Background: an optimization exercise with open tools, aiming at small area. Do not read the settings as production practice. Only simulation tests tie the RTL to the original design; equivalence was not proved. Power figures rest on the tool's default switching activity, not on a simulated workload.

[flow/design.v]
package pe_cfg_pkg;
    localparam int unsigned PE_DATA_WIDTH = 32;
    localparam logic [2:0] SEL_FB   = 3'd4;
    localparam logic [2:0] SEL_IMM  = 3'd5;
    localparam logic [2:0] SEL_ZERO = 3'd7;
    localparam logic [5:0] OP_NOP  = 6'h00;
    localparam logic [5:0] OP_ADD  = 6'h01;
    localparam logic [5:0] OP_SUB  = 6'h02;
    localparam logic [5:0] OP_AND  = 6'h03;
    localparam logic [5:0] OP_OR   = 6'h04;
    localparam logic [5:0] OP_XOR  = 6'h05;
    localparam logic [5:0] OP_MOVC = 6'h20;
    typedef struct packed {
        logic [5:0]               opcode;
        logic [2:0]               lhs_sel;
        logic [2:0]               rhs_sel;
        logic [2:0]               pred_sel;
        logic                     pred_en;
        logic [PE_DATA_WIDTH-1:0] imm;
    } pe_cfg_t;
    localparam int unsigned CFG_W = 6 + 3 + 3 + 3 + 1 + PE_DATA_WIDTH;
endpackage
module pe_context_mem #(
    parameter  int unsigned CONTEXT_DEPTH = 16,
    localparam int unsigned AW            = $clog2(CONTEXT_DEPTH)
) (
    input  logic          clk,
    input  logic          reset,
    input  logic          we,
    input  logic [AW-1:0] waddr,
    input  pe_cfg_pkg::pe_cfg_t wdata,
    input  logic [AW-1:0] raddr,
    output pe_cfg_pkg::pe_cfg_t rdata
);
    logic [CONTEXT_DEPTH-1:0][pe_cfg_pkg::CFG_W-1:0] mem;
    for (genvar i = 0; i < CONTEXT_DEPTH; i++) begin : g_word
        always_ff @(posedge clk or posedge reset) begin
            if (reset) begin
                mem[i] <= '0;
            end else if (we && waddr == AW'(i)) begin
                mem[i] <= wdata;
            end
        end
    end
    assign rdata = mem[raddr];
endmodule
module pe_operand_stage #(
    parameter  int unsigned DATA_WIDTH    = 32,
    parameter  int unsigned N_IN          = 4,
    parameter  int unsigned CONTEXT_DEPTH = 16,
    localparam int unsigned AW            = $clog2(CONTEXT_DEPTH),
    localparam int unsigned IIW           = AW + 1,
    localparam int unsigned OW            = DATA_WIDTH + 1
) (
    input  logic                    clk,
    input  logic                    reset,
    input  logic                    run,
    input  logic                    stall,
    input  logic [IIW-1:0]          ii,
    input  logic                    cfg_we,
    input  logic [AW-1:0]           cfg_addr,
    input  logic [pe_cfg_pkg::CFG_W-1:0] cfg_data,
    input  logic [N_IN-1:0][OW-1:0] net_in,
    input  logic [DATA_WIDTH-1:0]   alu_fb,
    output logic [5:0]              alu_operation,
    output logic [OW-1:0]           alu_lhs,
    output logic [OW-1:0]           alu_rhs,
    output logic [OW-1:0]           alu_shift,
    output logic [DATA_WIDTH-1:0]   alu_predicate,
    output logic [AW-1:0]           ctx_ptr,
    output logic                    ctx_wrap
);
    logic [AW-1:0]  issue_ptr;
    logic           issue_wrap;
    logic [IIW-1:0] last;
    logic           at_last;
    pe_cfg_pkg::pe_cfg_t cur;
    logic [OW-1:0]  lhs_op, rhs_op, pred_op;
    logic           pred_true;
    logic [5:0]     op_eff;
    pe_context_mem #(.CONTEXT_DEPTH(CONTEXT_DEPTH)) u_mem (
        .clk   (clk),
        .reset (reset),
        .we    (cfg_we),
        .waddr (cfg_addr),
        .wdata (cfg_data),
        .raddr (issue_ptr),
        .rdata (cur)
    );
    function automatic logic [OW-1:0] pick(input logic [2:0] sel,
                                           input logic [N_IN-1:0][OW-1:0] net,
                                           input logic [DATA_WIDTH-1:0] fb,
                                           input logic [DATA_WIDTH-1:0] imm);
        logic [OW-1:0] v;
        v = '0;
        for (int unsigned k = 0; k < N_IN; k++) begin
            if (32'(sel) == k) v = net[k];
        end
        if (32'(sel) == N_IN)     v = {1'b1, fb};
        if (32'(sel) == N_IN + 1) v = {1'b1, imm};
        pick = v;
    endfunction
    localparam logic [IIW-1:0] II_DEPTH = CONTEXT_DEPTH;
    localparam logic [IIW-1:0] II_LAST  = CONTEXT_DEPTH - 1;
    always_comb begin
        last = '0;
        if (ii == '0)
            last = '0;
        else if (ii > II_DEPTH)
            last = II_LAST;
        else
            last = ii - 1'b1;
    end
    assign at_last   = {1'b0, issue_ptr} >= last;
    assign lhs_op    = pick(cur.lhs_sel,  net_in, alu_fb, cur.imm);
    assign rhs_op    = pick(cur.rhs_sel,  net_in, alu_fb, cur.imm);
    assign pred_op   = pick(cur.pred_sel, net_in, alu_fb, cur.imm);
    assign pred_true = pred_op[OW-1] & pred_op[0];
    assign op_eff = (cur.pred_en && !pred_true) ? pe_cfg_pkg::OP_NOP : cur.opcode;
    always_ff @(posedge clk or posedge reset) begin
        if (reset) begin
            issue_ptr     <= '0;
            issue_wrap    <= 1'b0;
            ctx_ptr       <= '0;
            ctx_wrap      <= 1'b0;
            alu_operation <= pe_cfg_pkg::OP_NOP;
            alu_lhs       <= '0;
            alu_rhs       <= '0;
            alu_shift     <= '0;
            alu_predicate <= '0;
        end else if (!stall) begin
            if (!run) begin
                issue_ptr     <= '0;
                issue_wrap    <= 1'b0;
                ctx_ptr       <= '0;
                ctx_wrap      <= 1'b0;
                alu_operation <= pe_cfg_pkg::OP_NOP;
                alu_lhs       <= '0;
                alu_rhs       <= '0;
                alu_shift     <= '0;
                alu_predicate <= '0;
            end else begin
                issue_ptr     <= at_last ? '0 : issue_ptr + 1'b1;
                issue_wrap    <= at_last;
                ctx_ptr       <= issue_ptr;
                ctx_wrap      <= issue_wrap;
                alu_operation <= op_eff;
                alu_lhs       <= lhs_op;
                alu_rhs       <= rhs_op;
                alu_shift     <= {1'b1, cur.imm};
                alu_predicate <= pred_op[DATA_WIDTH-1:0];
            end
        end
    end
endmodule
[flow/run.sh]
#!/bin/bash
# synth_recipe.tcl (not shown) runs the flow's synth.tcl, then flattens the netlist and writes it again
# the make line also repeats each setting of config.mk as NAME=value (left out here)
make -C /OpenROAD-flow-scripts/flow DESIGN_CONFIG=/design/flow/config.mk WORK_HOME=/design/flow/orfs CLKGATE_MAP_FILE= SYNTH_SCRIPT=/design/flow/synth_recipe.tcl finish
[flow/config.mk]
export PLATFORM = sky130hd
export DESIGN_NAME = pe_operand_stage
export DESIGN_NICKNAME = pe_operand_stage
export VERILOG_FILES = /design/flow/design.v
export SDC_FILE = /design/flow/constraint.sdc
export NUM_CORES = 4
export LEC_CHECK = 0
export CAP_MARGIN = 20
export CORE_MARGIN = 2
export CORE_UTILIZATION = 40
export SLEW_MARGIN = 20
[flow/constraint.sdc]
create_clock -name core_clock -period 6.0 [get_ports {clk}]
set_input_delay 1.2000 -clock core_clock [delete_from_list [all_inputs] [get_ports {clk}]]
set_output_delay 1.2000 -clock core_clock [all_outputs]
set_load 0.01 [all_outputs]
==> flow_summary_export.csv <==
group,metric,value,unit
routing,routed-via-count,29400,
routing,wl_per_cell,28.1,um
cts,clock_tree.htree_level_count,3,
logic_synthesis,async_reset_ff_share,100,%
timing,maxSlewViolCount,0,
timing,setup_violations,0,
critical_path,worstPathCellList,"clkdlybuf4s50_1 -> nor2b_4 -> buf_4 -> nand2_1 -> o22ai_1 -> o21ai_0 -> o21ai_0",
cts,postCtsSetupBuffers,0,
timing,tightest_slew,1.22,ns
logic_synthesis,mappedNetlistNets,3391,
power_and_ir_drop,power.share.combinational,30.0,%
final_layout,final_cells,4988,
routing,drt_first_iter_violations,2366,
power_and_ir_drop,net-switching-power,6.36,mW
power_and_ir_drop,seqPwrFrac,40.9,%
die,io_pins,368,
critical_path,kind_of_capture_point_of_the_worst_setup_path,"flip-flop",
logic_synthesis,netlist_area,44600,sq um
global_routing,grt.total_usage,24.5,%
logic_synthesis,synth_enable_flop_cells,0,
routing,remaining_drc_errors,0,
logic_synthesis,syn_area_per_cell,14.1,sq um
timing,finalHoldViolations,0,
flow_run,cap_viol_max_count,0,
cts,cts_tree,"built",
placed_design,port-buffer-count,367,
global_routing,antenna_found_initial,15,
cts,insertion_delay,0.65,ns
final_layout,drive_above_1_share,37.5,%
power_and_ir_drop,power.ir.vdd_worst,205,uV
timing,fin_worst_skew,0.0256,ns
global_routing,vias_in_the_first_global_route,30300,
timing,layout_min_cycle_time,4.41,ns
logic_synthesis,synth_top_cells_by_area,"dfrtp_1, mux2_2, mux4_2, mux2i_1, nand2_1",
min_path,timing.hold.worst.class,"flip-flop to flip-flop",
cts,cts_buffers,98,
logic_synthesis,flip_flop_and_latch_count_after_synthesis,915,
die,std_cell_rows,122,
die,start_util,40.3,%
timing,achievable-frequency,0.227,GHz
critical_path,cp_slowest_cell,"o22ai_1",
cts,cts_buffer_depth,3,
power_and_ir_drop,switching_share,30.4,%
power_and_ir_drop,power.leakage,22.4,nW
global_routing,grt_pass1_wl,208,mm
critical_path,cpMostUsedCell,"o21ai_0",
logic_synthesis,synth_top_cell_by_area,"dfrtp_1",
die,chipWidth,338,um
critical_path,crit_path_max_fanout,33,
cts,cts_hold_buf,0,
placed_design,post-dp-hpwl,88.5,mm
critical_path,critPathMaxStageDelay,1.15,ns
global_routing,overflow,0,
cts,cts_root_buffer,"clkbuf_16",
placed_design,total_instance_count_after_detailed_placement,4808,
logic_synthesis,ys_seq_area_share,51.3,%
power_and_ir_drop,power.density,395,nW/um^2
cts,cts.sink_count,915,
power_and_ir_drop,power_frac_clock,29.1,%
cts,path_clk_slew,0.06,ns
power_and_ir_drop,cell_internal_pwr,14.6,mW
placed_design,detailed_place.area,49800,sq um
routing,drt_first_pass_iters,5,
critical_path,crit_type,"input port to flip-flop",
timing,period_share,73.4,%
final_layout,design.final.nets,3653,
routing,antenna_violating_nets_post_route,0,
logic_synthesis,yosysUniqueCellTypes,66,
global_routing,grt_max_degree,154,
critical_path,timing.critical_path.buf_inv,2,
die,coreArea,111000,sq um
final_layout,synthToLayoutAreaGrowth,18.8,%
final_layout,cell_area_after_layout,53000,sq um
logic_synthesis,synth.top_cell.area_share,51.3,%
timing,maxSlewHeadroom,16.3,%
die,dieHeight,338,um
timing,setup_total_negative_slack,0,ns
logic_synthesis,yosys_warnings,2,
routing,drt-vias-per-instance,5.90,
timing,setup_repair_after_global_routing_missed_its_margin,"no",
placed_design,gp_congestion,0.961,
routing,post_detailed_routing_wire_length,140,mm
cts,cts.repair.resized,0,
critical_path,worst_setup_path_start_kind,"input port",
outcome,result_of_the_run,"finished clean",
critical_path,timing.critical_path.arrival,4.98,ns
die,fp.dieArea,114000,sq um
logic_synthesis,synth_ff_type,"dfrtp_1",
power_and_ir_drop,power.total,20.9,mW
logic_synthesis,postSynthCellCount,3158,
critical_path,timing.critical_path.required,6.57,ns
critical_path,path_delay_family,"compound AO/OA/AOI/OAI gates",
cells by family after synthesis:
| logic type | Yosys count | share of synthesized area (%) |
|---|---|---|
| muxes | 1163 | 35.4 |
| buffers and inverters | 298 | 3.08 |
| AOI/OAI and AO/OA | 386 | 6.24 |
| adders and majority gates | 7 | 0.196 |
| DFF | 915 | 51.3 |
| and+or+nand+nor | 389 | 3.75 |
worst register-to-register path, cell delays in order (launching register included):
cell,delay (ns)
dfrtp_1,0.65
buf_4,0.39
mux4_2,0.55
mux2_2,0.32
o21ai_2,0.69
nand2_1,0.23
buf_4,0.31
nor2_1,0.60
a211oi_1,0.25
o21ai_1,0.19
worst paths after layout:
path / from / end / slack [ns] / depth (start not counted)
worst max-delay path: run / alu_lhs[19] / 1.59 / 7
worst min-delay path: alu_shift[18] / alu_shift[18] / 0.48 / 1
worst max register to register: issue_ptr[3] / alu_predicate[21] / 1.75 / 9
worst min register to register: alu_shift[18] / alu_shift[18] / 0.48 / 1
max in group asynchronous: reset / u_mem.mem[603] / 3.44 / 3
min in group asynchronous: reset / u_mem.mem[510] / 1.14 / 2
power by group through the flow:
stage                     clock network [mW]  logic (mW)  registers, mW
after detailed placement                   0        6.24           8.63
after floorplan                            0        4.09           8.48
after global placement                     0        6.17           8.60
final                                   6.09        6.27           8.55
after global routing                    6.48        6.67           8.72
after CTS                               6.23        6.25           8.53
layout make-up:
type                    count  area, sq um
clock inverters            23          235
well taps                1488         1860
clock buffers             153         2990
flip-flops and latches    915        22900
diodes                      4         10.0
multi-input cells        1945        20500
inverters                  22         91.3
repair buffers            438         4400
fillers                  9641        57700
Yosys cell counts (6+ instances only):
| cell type | instances |
|---|---|
| a211oi_1 | 31 |
| buf_6 | 8 |
| o211ai_1 | 9 |
| nor3_1 | 6 |
| mux2_2 | 789 |
| inv_1 | 18 |
| a221o_1 | 6 |
| dfrtp_1 | 915 |
| nand2b_1 | 9 |
| and2_1 | 11 |
| mux2i_1 | 122 |
| o21ai_0 | 39 |
| mux4_2 | 250 |
| a22oi_1 | 19 |
| a2bb2oi_1 | 9 |
| buf_1 | 54 |
| o21a_1 | 8 |
| o2bb2ai_1 | 26 |
| o221ai_1 | 42 |
| o21ai_1 | 18 |
| a21oi_1 | 46 |
| ha_1 | 7 |
| nor2_1 | 61 |
| buf_2 | 50 |
| buf_4 | 29 |
| a21o_1 | 31 |
| o22ai_1 | 51 |
| nand2_1 | 235 |
| o311ai_0 | 6 |
| o31ai_2 | 6 |
| a22o_1 | 13 |
| clkbuf_1 | 133 |
| nand3_1 | 42 |
stage by stage:
step	util, %	setup WS, ns	hold slack, ns
floorplan	-	-7.79	0.467
global placement	45.0	0.930	0.461
detailed placement	45.0	0.991	0.466
CTS	47.9	1.67	0.482
global route	47.9	1.57	0.495
finish	47.9	1.59	0.477
per-layer routing:
layer  global-route usage [%]  vias to the layer above  part of all wire [%]
li1                         -                    12400                     -
met1                     33.7                    15700                    43
met2                     37.7                     1071                    45
met3                     5.30                      297                   7.6
met4                     10.0                       18                   4.0
met5                        0                        -                 0.082
placed cells by master, fill, tap and decap left out, types with 42 or more instances in the layout:
| master | n |
|---|---|
| dfrtp_1 | 912 |
| mux2_2 | 788 |
| clkdlybuf4s50_1 | 366 |
| mux4_2 | 250 |
| nand2_1 | 234 |
| mux2i_1 | 121 |
| clkbuf_16 | 100 |
| buf_4 | 56 |
| nor2_1 | 51 |
| o22ai_1 | 51 |
| a21oi_1 | 44 |
| nand3_1 | 42 |
| o221ai_1 | 42 |
registers in the layout, summed over array words and instances (netlist names):
name and cells:
u_mem.mem 768, alu_predicate 32, ctx_wrap 1, alu_rhs 33
alu_shift 33, issue_ptr 4, ctx_ptr 4, alu_operation 6
alu_lhs 33, issue_wrap 1

afterwards: timing with drivers on the ports:
In the flow no input, the clock included, has a driving cell. The finished layout below was timed again as built, in two steps. Step 1: set_driving_cell puts a clkbuf_16 on clk and a buf_2 on each other input, an assumption about the parent block. Step 2 also shifts input and output timing later by t, the mid clock arrival at the registers, as if the neighbouring blocks saw the same clock. a / b / c = no drivers / after step 1 / after step 2; a / b = the first two.
t, ns: 0.716
slack for setup (ns): 1.595 / 1.617 / 0.901
worst setup path after step 2: input to register
worst register clock-pin slew, ns: 0.07 / 0.07
After both steps this run still meets setup and hold. For this run, drivers alone change the setup slack by +0.022 ns; drivers and shift together by -0.694 ns.
